This design comes from an exercise in tuning for small area, a short achievable clock period and few clock cycles on the open sky130 flow, not from production work.
The RTL was checked by simulation tests, not by an equivalence proof against the original design.
Power and IR drop assume default switching activity.

==> inputs of run A <==
Design dlx_ex_top, start of the top module:
module dlx_ex_top (
    input  logic      clk,
    input  logic      rst_n,
    input  logic      issue_valid,
    input  dlx_pkg::func_t issue_func,
    input  dlx_pkg::reg_idx_t issue_rd,
    input  dlx_pkg::reg_idx_t issue_rs1,
    input  dlx_pkg::reg_idx_t issue_rs2,
    input  dlx_pkg::word_t issue_imm,
    input  logic      issue_use_imm,
    output logic      stall,
    output logic      wb_valid,
    output dlx_pkg::reg_idx_t wb_rd,
    output dlx_pkg::word_t wb_data
);
clock: 8.0 ns
lec_check: 0
abc_area: 1
cap_margin: 20
core_margin: 2
core_utilization: 35
place_density: 0.5
setup_slack_margin: 4.8
slew_margin: 20
run.sh (not shown) runs the stock make flow with config.mk's settings and CLKGATE_MAP_FILE= SYNTH_SCRIPT=/design/flow/synth_recipe.tcl, a recipe that flattens the netlist after the stock synthesis.
==> run K: changes against run A <==
--- a/flow/design.v
+++ b/flow/design.v
@@ -28,34 +28,35 @@
     input  logic        c_sub,     
     input  logic        c_and,
     input  logic        c_or,
     input  logic        c_xor,
     input  logic        c_sh,      
     input  logic        c_sll,
-    input  logic [4:0]  sh_amt,    
     input  logic        c_sra,
     input  logic        c_slt,
     input  logic        c_sltu,
     input  logic        c_lhi,
     output logic [31:0] result
 );
-    logic [31:0] bx;
     logic [33:0] sum_x;
     logic [31:0] sum;
     logic        cout;
+    logic [31:0] bx;
     logic        lt_s;
     logic        lt_u;
+    logic [4:0]  sh_amt;
     logic [62:0] sh_in;
     logic [62:0] sh_all;
     logic [31:0] sh_out;
-    assign bx            = b ^ {32{c_sub}};
-    assign sum_x         = {1'b0, a, 1'b1} + {1'b0, bx, c_sub};
-    assign sum           = sum_x[32:1];
-    assign cout          = sum_x[33];
-    assign lt_u          = ~cout;
-    assign lt_s          = (a[31] ^ b[31]) ? a[31] : sum[31];
+    assign bx    = b ^ {32{c_sub}};
+    assign sum_x = {1'b0, a, 1'b1} + {1'b0, bx, c_sub};
+    assign sum   = sum_x[32:1];
+    assign cout  = sum_x[33];
+    assign lt_u  = ~cout;
+    assign lt_s  = (a[31] ^ b[31]) ? a[31] : sum[31];
+    assign sh_amt = b[4:0] ^ {5{c_sll}};
     assign sh_in  = c_sll ? {a, 31'b0} : {{31{c_sra & a[31]}}, a};
     assign sh_all = sh_in >> sh_amt;
     assign sh_out = sh_all[31:0];
     assign result = ({32{c_add}} & sum)
                   | ({32{c_and}} & (a & b))
                   | ({32{c_or}}  & (a | b))
@@ -4123,13 +4124,14 @@
     logic [31:0] in_imm;
     assign in_func = issue_func;
     assign in_rd   = issue_rd;
     assign in_rs1  = issue_rs1;
     assign in_rs2  = issue_rs2;
     assign in_imm  = issue_imm;
-    logic        hold_q;
+    logic        hold_q;      
+    logic        go_q;        
     logic        ir_v;
     logic [5:0]  ir_func;
     logic [4:0]  ir_rd;
     logic [4:0]  ir_rs1;
     logic [4:0]  ir_rs2;
     logic [31:0] ir_imm;
@@ -4139,13 +4141,12 @@
     logic [4:0]  e_rd;
     logic        e_mult;
     logic        e_hi;
     logic        e_add, e_sub, e_and, e_or, e_xor, e_sh, e_sll, e_sra, e_slt, e_sltu, e_lhi;
     logic [31:0] e_a;
     logic [31:0] e_b;
-    logic [4:0]  e_amt;
     logic        e_a_r1, e_a_r2, e_a_r3, e_a_o, e_b_r1, e_b_r2, e_b_r3, e_b_o;
     logic [16:0] e_one;
     logic [15:0] e_two;
     logic [15:0] e_neg;
     logic        v1, wr1, mult1, hi1;
     logic [4:0]  rd1;
@@ -4153,12 +4154,15 @@
     logic        v2, wr2, mult2, hi2;
     logic [4:0]  rd2;
     logic [31:0] r2;
     logic        v3, wr3;
     logic [4:0]  rd3;
     logic [31:0] r3;
+    logic [31:0] r3_d;
+    logic [31:0] wb_q;
+    logic [31:0] r3f;      
     function automatic logic op_hazard(
         input logic [4:0] s, input logic u, input logic t,
         input logic p0_wr, input logic [4:0] p0_rd, input logic p0_mult,
         input logic p1_wr, input logic [4:0] p1_rd, input logic p1_mult, input logic p1_hi,
         input logic p2_wr, input logic [4:0] p2_rd, input logic p2_hi);
         logic m0, m1, m2;
@@ -4185,39 +4189,41 @@
     assign d_shift  = is_shift_f(ir_func);
     assign d_lhi    = (ir_func == 6'h0f);
     assign d_wr     = ir_v && (ir_rd != 5'd0);
     assign in_mult  = is_mult_f(in_func);
     assign in_shift = is_shift_f(in_func);
     assign in_lhi   = (in_func == 6'h0f);
-    assign hold_d = hold_q
+    assign hold_d = !go_q
         ? op_hazard(ir_rs1, !d_lhi, d_mult,
                     1'b0, 5'd0, 1'b0,  e_wr, e_rd, e_mult, e_hi,  wr1, rd1, hi1)
-       || op_hazard(ir_rs2, !ir_ui, d_mult || d_shift,
+       || op_hazard(ir_rs2, !ir_ui, d_mult,
                     1'b0, 5'd0, 1'b0,  e_wr, e_rd, e_mult, e_hi,  wr1, rd1, hi1)
         : issue_valid &&
          (op_hazard(in_rs1, !in_lhi, in_mult,
                     d_wr, ir_rd, d_mult,  e_wr, e_rd, e_mult, e_hi,  wr1, rd1, hi1)
-       || op_hazard(in_rs2, !issue_use_imm, in_mult || in_shift,
+       || op_hazard(in_rs2, !issue_use_imm, in_mult,
                     d_wr, ir_rd, d_mult,  e_wr, e_rd, e_mult, e_hi,  wr1, rd1, hi1));
     always_ff @(posedge clk or negedge rst_n)
     begin
         if (!rst_n)
         begin
             hold_q <= 1'b0;
+            go_q   <= 1'b1;
             ir_v   <= 1'b0;
         end
         else
         begin
             hold_q <= hold_d;
-            if (!hold_q)
+            go_q   <= !hold_d;
+            if (go_q)
                 ir_v <= issue_valid;
         end
     end
     always_ff @(posedge clk)
     begin
-        if (!hold_q)
+        if (go_q)
         begin
             ir_func <= in_func;
             ir_rd   <= in_rd;
             ir_rs1  <= in_rs1;
             ir_rs2  <= in_rs2;
             ir_imm  <= in_imm;
@@ -4243,15 +4249,15 @@
     logic [31:0] rf_b;
     logic [31:0] d_a;
     logic [31:0] d_b;
     logic [16:0] d_one;
     logic [15:0] d_two;
     logic [15:0] d_neg;
-    assign next_rs1 = hold_q ? ir_rs1 : in_rs1;
-    assign next_rs2 = hold_q ? ir_rs2 : in_rs2;
-    assign next_ui  = hold_q ? ir_ui  : issue_use_imm;
+    assign next_rs1 = go_q ? in_rs1 : ir_rs1;
+    assign next_rs2 = go_q ? in_rs2 : ir_rs2;
+    assign next_ui  = go_q ? issue_use_imm : ir_ui;
     assign n1_a = e_wr && (e_rd == next_rs1);
     assign n2_a = wr1  && (rd1  == next_rs1);
     assign n3_a = wr2  && (rd2  == next_rs1);
     assign n1_b = e_wr && (e_rd == next_rs2);
     assign n2_b = wr1  && (rd1  == next_rs2);
     assign n3_b = wr2  && (rd2  == next_rs2);
@@ -4280,14 +4286,14 @@
         s2_a   <= !n1_a && n2_a;
         s3_a   <= !n1_a && !n2_a && n3_a;
         s1_b   <= !next_ui && n1_b;
         s2_b   <= !next_ui && !n1_b && n2_b;
         s3_b   <= !next_ui && !n1_b && !n2_b && n3_b;
         si_b   <= next_ui;
-        q_me_a <= !hold_q && d_wr && (ir_rd == in_rs1);
-        q_me_b <= !hold_q && d_wr && (ir_rd == in_rs2);
+        q_me_a <= go_q && d_wr && (ir_rd == in_rs1);
+        q_me_b <= go_q && d_wr && (ir_rd == in_rs2);
         q_m1_a <= n1_a;
         q_m1_b <= n1_b;
         q_m2_a <= n2_a;
         q_m2_b <= n2_b;
     end
     reg_file u_rf (
@@ -4298,14 +4304,14 @@
         .sel_a (sel_a),
         .sel_b (sel_b),
         .valid (rf_valid),
         .qa    (rf_a),
         .qb    (rf_b)
     );
-    assign d_a = rf_a | ({32{s1_a}} & r1) | ({32{s2_a}} & r2) | ({32{s3_a}} & r3);
-    assign d_b = rf_b | ({32{s1_b}} & r1) | ({32{s2_b}} & r2) | ({32{s3_b}} & r3)
+    assign d_a = rf_a | ({32{s1_a}} & r1) | ({32{s2_a}} & r2) | ({32{s3_a}} & r3f);
+    assign d_b = rf_b | ({32{s1_b}} & r1) | ({32{s2_b}} & r2) | ({32{s3_b}} & r3f)
                | ({32{si_b}} & ir_imm);
     booth_enc u_enc (
         .b   (d_b),
         .one (d_one),
         .two (d_two),
         .neg (d_neg)
@@ -4316,14 +4322,14 @@
         begin
             e_v  <= 1'b0;
             e_wr <= 1'b0;
         end
         else
         begin
-            e_v  <= ir_v && !hold_q;
-            e_wr <= d_wr && !hold_q;
+            e_v  <= ir_v && go_q;
+            e_wr <= d_wr && go_q;
         end
     end
     always_ff @(posedge clk)
     begin
         e_rd   <= ir_rd;
         e_mult <= d_mult;
@@ -4338,13 +4344,12 @@
         e_sra  <= (ir_func == 6'h07);
         e_slt  <= (ir_func == 6'h2a);
         e_sltu <= (ir_func == 6'h3a);
         e_lhi  <= d_lhi;
         e_a    <= d_a;
         e_b    <= d_b;
-        e_amt  <= d_b[4:0] ^ {5{ir_func == 6'h04}};
         e_a_r1 <= fx_a && q_me_a;
         e_a_r2 <= fx_a && !q_me_a && q_m1_a;
         e_a_r3 <= fx_a && !q_me_a && !q_m1_a && q_m2_a;
         e_a_o  <= !(fx_a && (q_me_a || q_m1_a || q_m2_a));
         e_b_r1 <= fx_b && q_me_b;
         e_b_r2 <= fx_b && !q_me_b && q_m1_b;
@@ -4359,26 +4364,25 @@
     logic [31:0] alu_res;
     logic [31:0] p_lo;
     logic [31:0] p_hi;
     logic        fx_a;
     logic        fx_b;
     assign fx_a = !d_mult;
-    assign fx_b = !d_mult && !d_shift && !ir_ui;
-    assign x_a = ({32{e_a_r1}} & r1) | ({32{e_a_r2}} & r2) | ({32{e_a_r3}} & r3) | ({32{e_a_o}} & e_a);
-    assign x_b = ({32{e_b_r1}} & r1) | ({32{e_b_r2}} & r2) | ({32{e_b_r3}} & r3) | ({32{e_b_o}} & e_b);
+    assign fx_b = !d_mult && !ir_ui;
+    assign x_a = ({32{e_a_r1}} & r1) | ({32{e_a_r2}} & r2) | ({32{e_a_r3}} & r3f) | ({32{e_a_o}} & e_a);
+    assign x_b = ({32{e_b_r1}} & r1) | ({32{e_b_r2}} & r2) | ({32{e_b_r3}} & r3f) | ({32{e_b_o}} & e_b);
     dlx_alu u_alu (
         .a      (x_a),
         .b      (x_b),
         .c_add  (e_add),
         .c_sub  (e_sub),
         .c_and  (e_and),
         .c_or   (e_or),
         .c_xor  (e_xor),
         .c_sh   (e_sh),
         .c_sll  (e_sll),
-        .sh_amt (e_amt),
         .c_sra  (e_sra),
         .c_slt  (e_slt),
         .c_sltu (e_sltu),
         .c_lhi  (e_lhi),
         .result (alu_res)
     );
@@ -4409,23 +4413,26 @@
             v2  <= v1;
             wr2 <= wr1;
             v3  <= v2;
             wr3 <= wr2;
         end
     end
+    assign r3_d = hi2 ? p_hi : r2;
     always_ff @(posedge clk)
     begin
         rd1   <= e_rd;
         mult1 <= e_mult;
         hi1   <= e_hi;
         r1    <= alu_res;
         rd2   <= rd1;
         mult2 <= mult1;
         hi2   <= hi1;
         r2    <= (mult1 && !hi1) ? p_lo : r1;
         rd3   <= rd2;
-        r3    <= hi2 ? p_hi : r2;
+        r3    <= r3_d;
+        r3f   <= r3_d & {32{wr2}};
+        wb_q  <= r3_d & {32{v2}};
     end
     assign wb_valid = v3;
     assign wb_rd    = rd3;
-    assign wb_data  = r3;
+    assign wb_data  = wb_q;
 endmodule
==> flow/flow/run.sh (new file) <==
#!/bin/bash
# Own layout flow: the standard flow (standard.sh: the standard synthesis,
# then ORFS through finish) with one change: buffer_ports builds the port
# buffers from sky130_fd_sc_hd__buf_4 instead of the delay buffer it picks by
# default, so that timing repair can resize them like any other buffer.
set -euo pipefail
export BUFFER_PORTS_ARGS="-buffer_cell sky130_fd_sc_hd__buf_4"
bash standard.sh finish > standard_flow.log 2>&1
==> flow/standard.sh (new file) <==
#!/bin/bash
# synth_recipe.tcl (not shown) runs the flow's synth.tcl, then flattens the netlist and writes it again
# the make line also repeats each setting of config.mk as NAME=value (left out here)
make -C /OpenROAD-flow-scripts/flow DESIGN_CONFIG=/design/flow/config.mk WORK_HOME=/design/flow/orfs CLKGATE_MAP_FILE= SYNTH_SCRIPT=/design/flow/synth_recipe.tcl "${@:-finish}"
--- a/flow/config.mk
+++ b/flow/config.mk
@@ -6,9 +6,11 @@
 export NUM_CORES = 4
 export LEC_CHECK = 0
 export ABC_AREA = 1
 export CAP_MARGIN = 20
 export CORE_MARGIN = 2
 export CORE_UTILIZATION = 35
-export PLACE_DENSITY = 0.5
-export SETUP_SLACK_MARGIN = 4.8
+export CTS_CLUSTER_DIAMETER = 100
+export CTS_CLUSTER_SIZE = 20
+export PLACE_DENSITY = 0.65
+export SETUP_SLACK_MARGIN = 5
 export SLEW_MARGIN = 20
removed: flow/run.sh
==> run G: changes against run A <==
--- a/flow/design.v
+++ b/flow/design.v
@@ -28,34 +28,35 @@
     input  logic        c_sub,     
     input  logic        c_and,
     input  logic        c_or,
     input  logic        c_xor,
     input  logic        c_sh,      
     input  logic        c_sll,
-    input  logic [4:0]  sh_amt,    
     input  logic        c_sra,
     input  logic        c_slt,
     input  logic        c_sltu,
     input  logic        c_lhi,
     output logic [31:0] result
 );
-    logic [31:0] bx;
     logic [33:0] sum_x;
     logic [31:0] sum;
     logic        cout;
+    logic [31:0] bx;
     logic        lt_s;
     logic        lt_u;
+    logic [4:0]  sh_amt;
     logic [62:0] sh_in;
     logic [62:0] sh_all;
     logic [31:0] sh_out;
-    assign bx            = b ^ {32{c_sub}};
-    assign sum_x         = {1'b0, a, 1'b1} + {1'b0, bx, c_sub};
-    assign sum           = sum_x[32:1];
-    assign cout          = sum_x[33];
-    assign lt_u          = ~cout;
-    assign lt_s          = (a[31] ^ b[31]) ? a[31] : sum[31];
+    assign bx    = b ^ {32{c_sub}};
+    assign sum_x = {1'b0, a, 1'b1} + {1'b0, bx, c_sub};
+    assign sum   = sum_x[32:1];
+    assign cout  = sum_x[33];
+    assign lt_u  = ~cout;
+    assign lt_s  = (a[31] ^ b[31]) ? a[31] : sum[31];
+    assign sh_amt = b[4:0] ^ {5{c_sll}};
     assign sh_in  = c_sll ? {a, 31'b0} : {{31{c_sra & a[31]}}, a};
     assign sh_all = sh_in >> sh_amt;
     assign sh_out = sh_all[31:0];
     assign result = ({32{c_add}} & sum)
                   | ({32{c_and}} & (a & b))
                   | ({32{c_or}}  & (a | b))
@@ -4123,13 +4124,14 @@
     logic [31:0] in_imm;
     assign in_func = issue_func;
     assign in_rd   = issue_rd;
     assign in_rs1  = issue_rs1;
     assign in_rs2  = issue_rs2;
     assign in_imm  = issue_imm;
-    logic        hold_q;
+    logic        hold_q;      
+    logic        go_q;        
     logic        ir_v;
     logic [5:0]  ir_func;
     logic [4:0]  ir_rd;
     logic [4:0]  ir_rs1;
     logic [4:0]  ir_rs2;
     logic [31:0] ir_imm;
@@ -4139,13 +4141,12 @@
     logic [4:0]  e_rd;
     logic        e_mult;
     logic        e_hi;
     logic        e_add, e_sub, e_and, e_or, e_xor, e_sh, e_sll, e_sra, e_slt, e_sltu, e_lhi;
     logic [31:0] e_a;
     logic [31:0] e_b;
-    logic [4:0]  e_amt;
     logic        e_a_r1, e_a_r2, e_a_r3, e_a_o, e_b_r1, e_b_r2, e_b_r3, e_b_o;
     logic [16:0] e_one;
     logic [15:0] e_two;
     logic [15:0] e_neg;
     logic        v1, wr1, mult1, hi1;
     logic [4:0]  rd1;
@@ -4153,12 +4154,15 @@
     logic        v2, wr2, mult2, hi2;
     logic [4:0]  rd2;
     logic [31:0] r2;
     logic        v3, wr3;
     logic [4:0]  rd3;
     logic [31:0] r3;
+    logic [31:0] r3_d;
+    logic [31:0] wb_q;
+    logic [31:0] r3f;      
     function automatic logic op_hazard(
         input logic [4:0] s, input logic u, input logic t,
         input logic p0_wr, input logic [4:0] p0_rd, input logic p0_mult,
         input logic p1_wr, input logic [4:0] p1_rd, input logic p1_mult, input logic p1_hi,
         input logic p2_wr, input logic [4:0] p2_rd, input logic p2_hi);
         logic m0, m1, m2;
@@ -4185,39 +4189,41 @@
     assign d_shift  = is_shift_f(ir_func);
     assign d_lhi    = (ir_func == 6'h0f);
     assign d_wr     = ir_v && (ir_rd != 5'd0);
     assign in_mult  = is_mult_f(in_func);
     assign in_shift = is_shift_f(in_func);
     assign in_lhi   = (in_func == 6'h0f);
-    assign hold_d = hold_q
+    assign hold_d = !go_q
         ? op_hazard(ir_rs1, !d_lhi, d_mult,
                     1'b0, 5'd0, 1'b0,  e_wr, e_rd, e_mult, e_hi,  wr1, rd1, hi1)
-       || op_hazard(ir_rs2, !ir_ui, d_mult || d_shift,
+       || op_hazard(ir_rs2, !ir_ui, d_mult,
                     1'b0, 5'd0, 1'b0,  e_wr, e_rd, e_mult, e_hi,  wr1, rd1, hi1)
         : issue_valid &&
          (op_hazard(in_rs1, !in_lhi, in_mult,
                     d_wr, ir_rd, d_mult,  e_wr, e_rd, e_mult, e_hi,  wr1, rd1, hi1)
-       || op_hazard(in_rs2, !issue_use_imm, in_mult || in_shift,
+       || op_hazard(in_rs2, !issue_use_imm, in_mult,
                     d_wr, ir_rd, d_mult,  e_wr, e_rd, e_mult, e_hi,  wr1, rd1, hi1));
     always_ff @(posedge clk or negedge rst_n)
     begin
         if (!rst_n)
         begin
             hold_q <= 1'b0;
+            go_q   <= 1'b1;
             ir_v   <= 1'b0;
         end
         else
         begin
             hold_q <= hold_d;
-            if (!hold_q)
+            go_q   <= !hold_d;
+            if (go_q)
                 ir_v <= issue_valid;
         end
     end
     always_ff @(posedge clk)
     begin
-        if (!hold_q)
+        if (go_q)
         begin
             ir_func <= in_func;
             ir_rd   <= in_rd;
             ir_rs1  <= in_rs1;
             ir_rs2  <= in_rs2;
             ir_imm  <= in_imm;
@@ -4243,15 +4249,15 @@
     logic [31:0] rf_b;
     logic [31:0] d_a;
     logic [31:0] d_b;
     logic [16:0] d_one;
     logic [15:0] d_two;
     logic [15:0] d_neg;
-    assign next_rs1 = hold_q ? ir_rs1 : in_rs1;
-    assign next_rs2 = hold_q ? ir_rs2 : in_rs2;
-    assign next_ui  = hold_q ? ir_ui  : issue_use_imm;
+    assign next_rs1 = go_q ? in_rs1 : ir_rs1;
+    assign next_rs2 = go_q ? in_rs2 : ir_rs2;
+    assign next_ui  = go_q ? issue_use_imm : ir_ui;
     assign n1_a = e_wr && (e_rd == next_rs1);
     assign n2_a = wr1  && (rd1  == next_rs1);
     assign n3_a = wr2  && (rd2  == next_rs1);
     assign n1_b = e_wr && (e_rd == next_rs2);
     assign n2_b = wr1  && (rd1  == next_rs2);
     assign n3_b = wr2  && (rd2  == next_rs2);
@@ -4280,14 +4286,14 @@
         s2_a   <= !n1_a && n2_a;
         s3_a   <= !n1_a && !n2_a && n3_a;
         s1_b   <= !next_ui && n1_b;
         s2_b   <= !next_ui && !n1_b && n2_b;
         s3_b   <= !next_ui && !n1_b && !n2_b && n3_b;
         si_b   <= next_ui;
-        q_me_a <= !hold_q && d_wr && (ir_rd == in_rs1);
-        q_me_b <= !hold_q && d_wr && (ir_rd == in_rs2);
+        q_me_a <= go_q && d_wr && (ir_rd == in_rs1);
+        q_me_b <= go_q && d_wr && (ir_rd == in_rs2);
         q_m1_a <= n1_a;
         q_m1_b <= n1_b;
         q_m2_a <= n2_a;
         q_m2_b <= n2_b;
     end
     reg_file u_rf (
@@ -4298,14 +4304,14 @@
         .sel_a (sel_a),
         .sel_b (sel_b),
         .valid (rf_valid),
         .qa    (rf_a),
         .qb    (rf_b)
     );
-    assign d_a = rf_a | ({32{s1_a}} & r1) | ({32{s2_a}} & r2) | ({32{s3_a}} & r3);
-    assign d_b = rf_b | ({32{s1_b}} & r1) | ({32{s2_b}} & r2) | ({32{s3_b}} & r3)
+    assign d_a = rf_a | ({32{s1_a}} & r1) | ({32{s2_a}} & r2) | ({32{s3_a}} & r3f);
+    assign d_b = rf_b | ({32{s1_b}} & r1) | ({32{s2_b}} & r2) | ({32{s3_b}} & r3f)
                | ({32{si_b}} & ir_imm);
     booth_enc u_enc (
         .b   (d_b),
         .one (d_one),
         .two (d_two),
         .neg (d_neg)
@@ -4316,14 +4322,14 @@
         begin
             e_v  <= 1'b0;
             e_wr <= 1'b0;
         end
         else
         begin
-            e_v  <= ir_v && !hold_q;
-            e_wr <= d_wr && !hold_q;
+            e_v  <= ir_v && go_q;
+            e_wr <= d_wr && go_q;
         end
     end
     always_ff @(posedge clk)
     begin
         e_rd   <= ir_rd;
         e_mult <= d_mult;
@@ -4338,13 +4344,12 @@
         e_sra  <= (ir_func == 6'h07);
         e_slt  <= (ir_func == 6'h2a);
         e_sltu <= (ir_func == 6'h3a);
         e_lhi  <= d_lhi;
         e_a    <= d_a;
         e_b    <= d_b;
-        e_amt  <= d_b[4:0] ^ {5{ir_func == 6'h04}};
         e_a_r1 <= fx_a && q_me_a;
         e_a_r2 <= fx_a && !q_me_a && q_m1_a;
         e_a_r3 <= fx_a && !q_me_a && !q_m1_a && q_m2_a;
         e_a_o  <= !(fx_a && (q_me_a || q_m1_a || q_m2_a));
         e_b_r1 <= fx_b && q_me_b;
         e_b_r2 <= fx_b && !q_me_b && q_m1_b;
@@ -4359,26 +4364,25 @@
     logic [31:0] alu_res;
     logic [31:0] p_lo;
     logic [31:0] p_hi;
     logic        fx_a;
     logic        fx_b;
     assign fx_a = !d_mult;
-    assign fx_b = !d_mult && !d_shift && !ir_ui;
-    assign x_a = ({32{e_a_r1}} & r1) | ({32{e_a_r2}} & r2) | ({32{e_a_r3}} & r3) | ({32{e_a_o}} & e_a);
-    assign x_b = ({32{e_b_r1}} & r1) | ({32{e_b_r2}} & r2) | ({32{e_b_r3}} & r3) | ({32{e_b_o}} & e_b);
+    assign fx_b = !d_mult && !ir_ui;
+    assign x_a = ({32{e_a_r1}} & r1) | ({32{e_a_r2}} & r2) | ({32{e_a_r3}} & r3f) | ({32{e_a_o}} & e_a);
+    assign x_b = ({32{e_b_r1}} & r1) | ({32{e_b_r2}} & r2) | ({32{e_b_r3}} & r3f) | ({32{e_b_o}} & e_b);
     dlx_alu u_alu (
         .a      (x_a),
         .b      (x_b),
         .c_add  (e_add),
         .c_sub  (e_sub),
         .c_and  (e_and),
         .c_or   (e_or),
         .c_xor  (e_xor),
         .c_sh   (e_sh),
         .c_sll  (e_sll),
-        .sh_amt (e_amt),
         .c_sra  (e_sra),
         .c_slt  (e_slt),
         .c_sltu (e_sltu),
         .c_lhi  (e_lhi),
         .result (alu_res)
     );
@@ -4409,23 +4413,26 @@
             v2  <= v1;
             wr2 <= wr1;
             v3  <= v2;
             wr3 <= wr2;
         end
     end
+    assign r3_d = hi2 ? p_hi : r2;
     always_ff @(posedge clk)
     begin
         rd1   <= e_rd;
         mult1 <= e_mult;
         hi1   <= e_hi;
         r1    <= alu_res;
         rd2   <= rd1;
         mult2 <= mult1;
         hi2   <= hi1;
         r2    <= (mult1 && !hi1) ? p_lo : r1;
         rd3   <= rd2;
-        r3    <= hi2 ? p_hi : r2;
+        r3    <= r3_d;
+        r3f   <= r3_d & {32{wr2}};
+        wb_q  <= r3_d & {32{v2}};
     end
     assign wb_valid = v3;
     assign wb_rd    = rd3;
-    assign wb_data  = r3;
+    assign wb_data  = wb_q;
 endmodule
==> flow/flow/run.sh (new file) <==
#!/bin/bash
# Own layout flow: the standard flow (standard.sh: the standard synthesis,
# then ORFS through finish) with one change: buffer_ports builds the port
# buffers from sky130_fd_sc_hd__buf_4 instead of the delay buffer it picks by
# default, so that timing repair can resize them like any other buffer.
set -euo pipefail
export BUFFER_PORTS_ARGS="-buffer_cell sky130_fd_sc_hd__buf_4"
bash standard.sh finish > standard_flow.log 2>&1
==> flow/standard.sh (new file) <==
#!/bin/bash
# synth_recipe.tcl (not shown) runs the flow's synth.tcl, then flattens the netlist and writes it again
# the make line also repeats each setting of config.mk as NAME=value (left out here)
make -C /OpenROAD-flow-scripts/flow DESIGN_CONFIG=/design/flow/config.mk WORK_HOME=/design/flow/orfs CLKGATE_MAP_FILE= SYNTH_SCRIPT=/design/flow/synth_recipe.tcl "${@:-finish}"
--- a/flow/config.mk
+++ b/flow/config.mk
@@ -6,9 +6,11 @@
 export NUM_CORES = 4
 export LEC_CHECK = 0
 export ABC_AREA = 1
 export CAP_MARGIN = 20
 export CORE_MARGIN = 2
 export CORE_UTILIZATION = 35
+export CTS_CLUSTER_DIAMETER = 100
+export CTS_CLUSTER_SIZE = 20
 export PLACE_DENSITY = 0.5
-export SETUP_SLACK_MARGIN = 4.8
+export SETUP_SLACK_MARGIN = 5
 export SLEW_MARGIN = 20
removed: flow/run.sh
==> notes <==
Run K finished with timing, DRC and antenna clean. Run A went through all stages and came out clean. Run G produced a clean layout. Non-clock buffer count: run K < run G < run A. Register-to-register slack, lowest first: run A, run K, run G. The lowest core utilization belongs to run K, the highest to run A. Of run G and run K, run G has the higher combinational power (gap about 2%, measured against run K). Of run A and run G, run A has the higher total power (gap 5.7%, measured against run G). In cell count, run A and run G hardly differ. Against run G, the clock skew of run K is lower by 0.066 ns. Count of clock-buffer cells in the layout, highest first: run A, run G, run K.
==> figures <==
Run status: run G timing/DRC/antenna clean; run K timing/DRC/antenna clean; run A timing/DRC/antenna clean
Count of filler cells inserted in the layout: run G 27960; run K 27930; run A 26990
Die Span Y: run G 535.2 um; run K 535.2 um; run A 530.5 um
Post-CTS setup buffers: run G 106; run K 80; run A 112
Average footprint of a synthesized cell: run G 9.324 um2; run K 9.324 um2; run A 9.370 um2
Finished layout cell area: run G 113600 um2; run K 111500 um2; run A 113600 um2
Total die area: run G 286400 um2; run K 286400 um2; run A 281500 um2
Clock slew at reported path FFs: run G 0.09 ns; run K 0.09 ns; run A 0.08 ns
Slack of the worst reg-to-reg path: run G 4.72 ns; run K 4.61 ns; run A 4.59 ns
Overall die width: run G 535.2 um; run K 535.2 um; run A 530.5 um
Initial Util: run G 35.07%; run K 35.07%; run A 35.15%
Levels on crit path: run G 15; run K 14; run A 7
Multi-input logic portion of the cell area: run G 43.12%; run K 43.33%; run A 41.26%
Part of the total power dissipated in sequential elements: run G 28.7%; run K 29.4%; run A 26.0%
Worst Path Buf+Inv: run G 3; run K 3; run A 1
Clk. pwr: run G 6.45 mW; run K 5.94 mW; run A 9.55 mW
Post-detailed-placement cell area: run G 103700 um2; run K 103500 um2; run A 102700 um2
Cell Pwr Density: run G 394.0 nW/um2; run K 390.2 nW/um2; run A 416.5 nW/um2
Testbench counts of run A, summed over its fixed seeds: cycles 3,509.
Testbench counts of run K, summed over its fixed seeds: cycles 3,478.
Testbench counts of run G, summed over its fixed seeds: cycles 3,478.

==> what the ideal ports hide <==
In the flow no input, the clock included, has a driving cell. The finished layouts below were timed again as built, in two steps.
Step 1 assumes that a clkbuf_16 drives the clock port and a buf_2 every other input.
Step 2 times the ports against the registers' clock, not the clock port: input delays grow and output delays shrink by t, the midpoint of the rising clock arrivals with the driver on.
Three values: ideal ports, drivers, drivers and shift; two values: the first two.
run | t, ns | setup WS [ns] | slew at the worst register clock pin (ns) | cell pins on the clock port's net
run A | 0.974 | 4.589 / 4.589 / 3.861 | 0.08 / 0.08 | 1
run K | 0.906 | 4.614 / 4.614 / 4.249 | 0.10 / 0.10 | 1
run G | 0.999 | 4.724 / 4.724 / 4.498 | 0.10 / 0.10 | 1
After both steps every run listed still meets setup and hold. The setup slack of run A, which loses most, moves by 0.000 ns with the drivers and by -0.728 ns with both steps.
